What follows belongs to an exercise in optimizing a design on an open flow for small area; a production flow would make more cautious choices. Only simulation tests tie the RTL to the original design; equivalence was not proved. Power figures rest on the tool's default switching activity, not on a simulated workload.

// fir_coeff_bank_ctrl
module fir_coeff_bank_ctrl #(
  parameter int C_W   = fir_pkg::C_W_DEFAULT,
  parameter int C_NUM = fir_pkg::C_NUM_DEFAULT,
  parameter int IDX_W = fir_pkg::idx_width(C_NUM)
) (
  input  logic                 clock,
  input  logic                 reset,
  input  logic                 cfg_valid,
  output logic                 cfg_ready,
  input  logic [C_W-1:0]       cfg_data,
  input  logic                 cfg_last,
  input  logic                 commit_req,
  input  logic                 sample_strobe,
  output logic [C_NUM*C_W-1:0] coeff_flat,
  output logic                 bank_sel,
  output logic                 armed,
  output logic                 swap_done,
  output logic                 err_len
);
  fir_pkg::cbc_state_t state_q, state_d;
  logic [IDX_W-1:0] index_q, index_d;
  logic             bank_sel_q, bank_sel_d;
  logic             commit_pend_q, commit_pend_d;
  logic             armed_q, armed_d;
  logic             err_len_q, err_len_d;
  logic             swap_stage_q, swap_stage_d;
  logic             swap_done_q, swap_done_d;
  ...
Size: about 2400 cells after synthesis, roughly 560 I/O pins, about 32000 sq um of cells after synthesis.
clock: 5.0 ns
lec_check: 0
cap_margin: 20
core_margin: 2
core_utilization: 80
slew_margin: 20
buffer_ports_args: -buffer_cell sky130_fd_sc_hd__buf_1
cts_args: -sink_clustering_enable -repair_clock_nets -dont_use_dummy_load -buf_list {sky130_fd_sc_hd__clkbuf_8} -sink_clustering_size 20 -sink_clustering_max_diameter 60
standard.sh (not shown) runs the stock make flow with config.mk's settings and CLKGATE_MAP_FILE= SYNTH_SCRIPT=/design/flow/synth_recipe.tcl, a recipe that flattens the netlist after the stock synthesis.
==> flow/flow/run.sh <==
#!/bin/bash
# Standard ORFS layout (the standard.sh, standard synthesis unchanged) with
# two changes: port buffers use the smallest buffer, and CTS builds larger
# sink clusters from clkbuf_8 without dummy loads.
set -e
cat >> config.mk <<'EOF'
export BUFFER_PORTS_ARGS = -buffer_cell sky130_fd_sc_hd__buf_1
export CTS_ARGS = -sink_clustering_enable -repair_clock_nets -dont_use_dummy_load -buf_list {sky130_fd_sc_hd__clkbuf_8} -sink_clustering_size 20 -sink_clustering_max_diameter 60
EOF
bash standard.sh > standard.log 2>&1
The first run passed the timing, DRC and antenna checks.
Then changed:
==> flow/run.sh (new file) <==
#!/bin/bash
# synth_recipe.tcl (not shown) runs the flow's synth.tcl, then flattens the netlist and writes it again
# the make line also repeats each setting of config.mk as NAME=value (left out here)
make -C /OpenROAD-flow-scripts/flow DESIGN_CONFIG=/design/flow/config.mk WORK_HOME=/design/flow/orfs CLKGATE_MAP_FILE= SYNTH_SCRIPT=/design/flow/synth_recipe.tcl finish
Settings changed: BUFFER_PORTS_ARGS -buffer_cell sky130_fd_sc_hd__buf_1 to not set, CORE_UTILIZATION 80 to 40, CTS_ARGS -sink_clustering_enable -repair_clock_nets -dont_use_dummy_load -buf_list {sky130_fd_sc_hd__clkbuf_8} -sink_clustering_size 20 -sink_clustering_max_diameter 60 to not set.
removed: flow/flow/run.sh
removed: flow/standard.sh
The changed run passed the timing, DRC and antenna checks; clock power rose by 140%; utilization fell by 35 points; critical path depth stays the same; synthesized cell count does not change; global-route usage came out lower by 18 points; worst setup slack gets worse by 52 ps; fmax is lower by 1.8%; register-to-register slack loses 50 ps.
Then changed:
==> flow/flow/run.sh (new file) <==
#!/bin/bash
# Standard ORFS layout (the standard.sh, standard synthesis unchanged) with
# two changes: port buffers use the smallest buffer, and CTS builds larger
# sink clusters from clkbuf_8 without dummy loads.
set -e
cat >> config.mk <<'EOF'
export BUFFER_PORTS_ARGS = -buffer_cell sky130_fd_sc_hd__buf_1
export CTS_ARGS = -sink_clustering_enable -repair_clock_nets -dont_use_dummy_load -buf_list {sky130_fd_sc_hd__clkbuf_8} -sink_clustering_size 18 -sink_clustering_max_diameter 60
EOF
bash standard.sh > standard.log 2>&1
==> flow/standard.sh (new file) <==
#!/bin/bash
# synth_recipe.tcl (not shown) runs the flow's synth.tcl, then flattens the netlist and writes it again
# the make line also repeats each setting of config.mk as NAME=value (left out here)
make -C /OpenROAD-flow-scripts/flow DESIGN_CONFIG=/design/flow/config.mk WORK_HOME=/design/flow/orfs CLKGATE_MAP_FILE= SYNTH_SCRIPT=/design/flow/synth_recipe.tcl "${@:-finish}"
Settings changed: BUFFER_PORTS_ARGS set to -buffer_cell sky130_fd_sc_hd__buf_1, CTS_ARGS set to -sink_clustering_enable -repair_clock_nets -dont_use_dummy_load -buf_list {sky130_fd_sc_hd__clkbuf_8} -sink_clustering_size 18 -sink_clustering_max_diameter 60.
removed: flow/run.sh
After rerunning: Non-clock buffer count goes down by 10; die area is unchanged; final area goes down by 15%; flip-flop and latch count is unchanged; cell count goes down by 3.1%; routed wire length goes down by 4.9%; worst setup slack is better by 62 ps.
Then changed:
==> flow/flow/run.sh (replaced) <==
#!/bin/bash
# Standard ORFS layout with two changes: port buffers use the smallest buffer,
# and CTS uses small clock buffers without dummy loads.
set -e
cp standard.sh standard_sh_copy.log
cp config.mk config_mk_copy.log
cat >> config.mk <<'EOF'
export BUFFER_PORTS_ARGS = -buffer_cell sky130_fd_sc_hd__buf_1
export CTS_ARGS = -sink_clustering_enable -repair_clock_nets -dont_use_dummy_load -buf_list {sky130_fd_sc_hd__clkbuf_4 sky130_fd_sc_hd__clkbuf_8}
EOF
bash standard.sh > standard.log 2>&1
Settings changed: CTS_ARGS -sink_clustering_enable -repair_clock_nets -dont_use_dummy_load -buf_list {sky130_fd_sc_hd__clkbuf_8} -sink_clustering_size 18 -sink_clustering_max_diameter 60 to -sink_clustering_enable -repair_clock_nets -dont_use_dummy_load -buf_list {sky130_fd_sc_hd__clkbuf_4 sky130_fd_sc_hd__clkbuf_8}.
Die area is unchanged.
Global-route usage is higher by 0.43 points.
Clock skew is higher by 6.6 ps.
Power is higher by 13%.
Synthesized cell count stays the same.
Fmax is higher by 3.3%.
Register-to-register slack improved by 90 ps.
Core utilization is higher by 1.5 points.
Synthesized area stays the same.
Wire length is higher by 1.3%.

---

The RTL this note starts from:
==> flow/design.v <==
package fir_pkg;
  localparam int C_W_DEFAULT   = 16;
  localparam int C_NUM_DEFAULT = 33;
  typedef logic signed [C_W_DEFAULT-1:0] coeff_t;
  typedef enum logic [1:0] {
    IDLE,
    LOAD,
    ARMED,
    DRAIN
  } cbc_state_t;
  function automatic integer idx_width(input integer n);
    idx_width = (n > 1) ? $clog2(n) : 1;
  endfunction
endpackage
module fir_coeff_bank #(
  parameter int C_W   = 16,
  parameter int C_NUM = 33
) (
  input  logic                 clock,
  input  logic                 reset,
  input  logic                 shift,    
  input  logic                 keep,     
  input  logic [C_W-1:0]       wr_data,
  input  logic                 load,     
  input  logic                 hold,     
  output logic [C_NUM*C_W-1:0] coeff_flat
);
  localparam int N = C_NUM * C_W;
  logic [N-1:0] shadow_q;
  logic [N-1:0] active_q;
  logic         ld, hd;
  assign ld = load & ~reset;
  assign hd = hold & ~reset;
  always_ff @(posedge clock) begin
    shadow_q <= ({N{shift}} & {wr_data, shadow_q[N-1:C_W]}) | ({N{keep}} & shadow_q);
    active_q <= ({N{ld}} & shadow_q) | ({N{hd}} & active_q);
  end
  assign coeff_flat = active_q;
endmodule
module fir_coeff_bank_ctrl #(
  parameter int C_W   = fir_pkg::C_W_DEFAULT,
  parameter int C_NUM = fir_pkg::C_NUM_DEFAULT,
  parameter int IDX_W = fir_pkg::idx_width(C_NUM)
) (
  input  logic                 clock,
  input  logic                 reset,
  input  logic                 cfg_valid,
  output logic                 cfg_ready,
  input  logic [C_W-1:0]       cfg_data,
  input  logic                 cfg_last,
  input  logic                 commit_req,
  input  logic                 sample_strobe,
  output logic [C_NUM*C_W-1:0] coeff_flat,
  output logic                 bank_sel,
  output logic                 armed,
  output logic                 swap_done,
  output logic                 err_len
);
  logic [IDX_W-1:0] index_q, index_d;
  logic             drain_q, drain_d;
  logic             armed_q, armed_d;
  logic             bank_sel_q, bank_sel_d;
  logic             commit_pend_q, commit_pend_d;
  logic             err_len_q, err_len_d;
  logic             swap_stage_q, swap_stage_d;
  logic             swap_done_q;
  logic             cfg_ready_q, cfg_ready_d;
  logic             swap_idle_q;
  logic             xfer;
  logic             in_load;
  logic             at_final;
  assign xfer     = cfg_valid && cfg_ready_q;
  assign in_load  = (index_q != '0);
  if ((C_NUM - 1) == (1 << (IDX_W - 1))) begin : g_final_top_bit
    assign at_final = index_q[IDX_W-1];
  end else begin : g_final_cmp
    assign at_final = (index_q == IDX_W'(C_NUM - 1));
  end
  always_comb begin
    index_d       = index_q;
    drain_d       = drain_q;
    armed_d       = armed_q;
    bank_sel_d    = bank_sel_q;
    commit_pend_d = commit_pend_q;
    err_len_d     = 1'b0;
    swap_stage_d  = 1'b0;
    if (armed_q) begin
      if (commit_req) commit_pend_d = 1'b1;
      if (sample_strobe && (commit_pend_q || commit_req)) begin
        bank_sel_d    = ~bank_sel_q;
        commit_pend_d = 1'b0;
        armed_d       = 1'b0;
        swap_stage_d  = 1'b1;
      end
    end else if (drain_q) begin
      if (xfer && cfg_last) drain_d = 1'b0;
    end else begin
      if (in_load && commit_req) commit_pend_d = 1'b1;
      if (xfer) begin
        if (at_final && cfg_last) begin
          armed_d = 1'b1;
        end else if (at_final) begin
          drain_d   = 1'b1;
          err_len_d = 1'b1;
        end else if (cfg_last) begin
          err_len_d = 1'b1;
        end
      end
    end
    if (xfer) index_d = cfg_last ? '0 : index_q + 1'b1;
    if (err_len_d) commit_pend_d = 1'b0;
    cfg_ready_d = ~armed_d;
  end
  always_ff @(posedge clock) begin
    if (reset) begin
      index_q       <= '0;
      drain_q       <= 1'b0;
      armed_q       <= 1'b0;
      bank_sel_q    <= 1'b0;
      commit_pend_q <= 1'b0;
      err_len_q     <= 1'b0;
      swap_stage_q  <= 1'b0;
      swap_done_q   <= 1'b0;
      cfg_ready_q   <= 1'b0;
      swap_idle_q   <= 1'b1;
    end else begin
      index_q       <= index_d;
      drain_q       <= drain_d;
      armed_q       <= armed_d;
      bank_sel_q    <= bank_sel_d;
      commit_pend_q <= commit_pend_d;
      err_len_q     <= err_len_d;
      swap_stage_q  <= swap_stage_d;
      swap_done_q   <= swap_stage_q;
      cfg_ready_q   <= cfg_ready_d;
      swap_idle_q   <= ~swap_stage_d;
    end
  end
  fir_coeff_bank #(
    .C_W   (C_W),
    .C_NUM (C_NUM)
  ) u_bank (
    .clock      (clock),
    .reset      (reset),
    .shift      (xfer),
    .keep       (~cfg_valid | armed_q),
    .wr_data    (cfg_data),
    .load       (swap_stage_q),
    .hold       (swap_idle_q),
    .coeff_flat (coeff_flat)
  );
  assign cfg_ready = cfg_ready_q;
  assign bank_sel  = bank_sel_q;
  assign armed     = armed_q;
  assign swap_done = swap_done_q;
  assign err_len   = err_len_q;
endmodule
clock: 5.0 ns
lec_check: 0
cap_margin: 20
core_margin: 2
core_utilization: 80
slew_margin: 20
buffer_ports_args: -buffer_cell sky130_fd_sc_hd__buf_1
cts_args: -sink_clustering_enable -repair_clock_nets -dont_use_dummy_load -buf_list {sky130_fd_sc_hd__clkbuf_8} -sink_clustering_size 20 -sink_clustering_max_diameter 60
==> flow/flow/run.sh <==
#!/bin/bash
# Standard ORFS layout (the standard.sh, standard synthesis unchanged) with
# two changes: port buffers use the smallest buffer, and CTS builds larger
# sink clusters from clkbuf_8 without dummy loads.
set -e
cat >> config.mk <<'EOF'
export BUFFER_PORTS_ARGS = -buffer_cell sky130_fd_sc_hd__buf_1
export CTS_ARGS = -sink_clustering_enable -repair_clock_nets -dont_use_dummy_load -buf_list {sky130_fd_sc_hd__clkbuf_8} -sink_clustering_size 20 -sink_clustering_max_diameter 60
EOF
bash standard.sh > standard.log 2>&1
Edit:
--- a/flow/flow/run.sh
+++ b/flow/flow/run.sh
@@ -8 +8 @@
-export CTS_ARGS = -sink_clustering_enable -repair_clock_nets -dont_use_dummy_load -buf_list {sky130_fd_sc_hd__clkbuf_8} -sink_clustering_size 20 -sink_clustering_max_diameter 60
+export CTS_ARGS = -sink_clustering_enable -repair_clock_nets -dont_use_dummy_load -buf_list {sky130_fd_sc_hd__clkbuf_8} -sink_clustering_size 19 -sink_clustering_max_diameter 70
Settings changed: CTS_ARGS -sink_clustering_enable -repair_clock_nets -dont_use_dummy_load -buf_list {sky130_fd_sc_hd__clkbuf_8} -sink_clustering_size 20 -sink_clustering_max_diameter 60 to -sink_clustering_enable -repair_clock_nets -dont_use_dummy_load -buf_list {sky130_fd_sc_hd__clkbuf_8} -sink_clustering_size 19 -sink_clustering_max_diameter 70.
After rerunning:
- The new run passed the timing, DRC and antenna checks
- final cell count hardly moves
- combinational power barely changes
- routed wire length rises slightly
- clock-buffer cell count rises by 7
- via count barely changes
- power rises slightly
- global-route usage rises by 0.51 points
- sequential share of layout area falls by 0.17 points
- maximum frequency rises by a few percent
- synthesized area stays the same

==> what the ideal ports hide <==
The flow's constraints put no driver on any port. The routed layouts listed below were extracted and timed again, unchanged, in two steps.
Step 1: set_driving_cell puts a clkbuf_16 on clock and a buf_2 on each other input, an assumption about the parent block.
Step 2 adds t to the input delays and takes it off the output delays; t is the mean of the earliest and latest rising clock arrival at the registers after step 1. Input paths then give back, and output paths get back, about the clock's delay inside the block.
a / b / c = no drivers / after step 1 / after step 2; a / b = the first two.
| run | shift t [ns] | setup slack, ns | worst setup path after step 2 | worst data-port slew with drivers (ns) |
|---|---|---|---|---|
| the first run of note 1 | 0.756 | 2.139 / 2.139 / 1.833 | input to register | 0.11 |
| the second run of note 1 | 0.710 | 2.086 / 2.086 / 1.578 | input to register | 0.12 |
| the third run of note 1 | 0.714 | 2.148 / 2.148 / 1.900 | input to register | 0.11 |
| the fourth run of note 1 | 0.822 | 2.239 / 2.239 / 1.787 | input to register | 0.16 |
| the first run of note 2 | 0.745 | 2.502 / 2.447 / 1.937 | input to register | 0.13 |
| the second run of note 2 | 0.680 | 2.561 / 2.507 / 1.917 | input to register | 0.15 |
After both steps setup and hold are still met in every run listed. For the second run of note 2, which loses most, drivers alone change the setup slack by -0.054 ns; drivers and shift together by -0.644 ns.
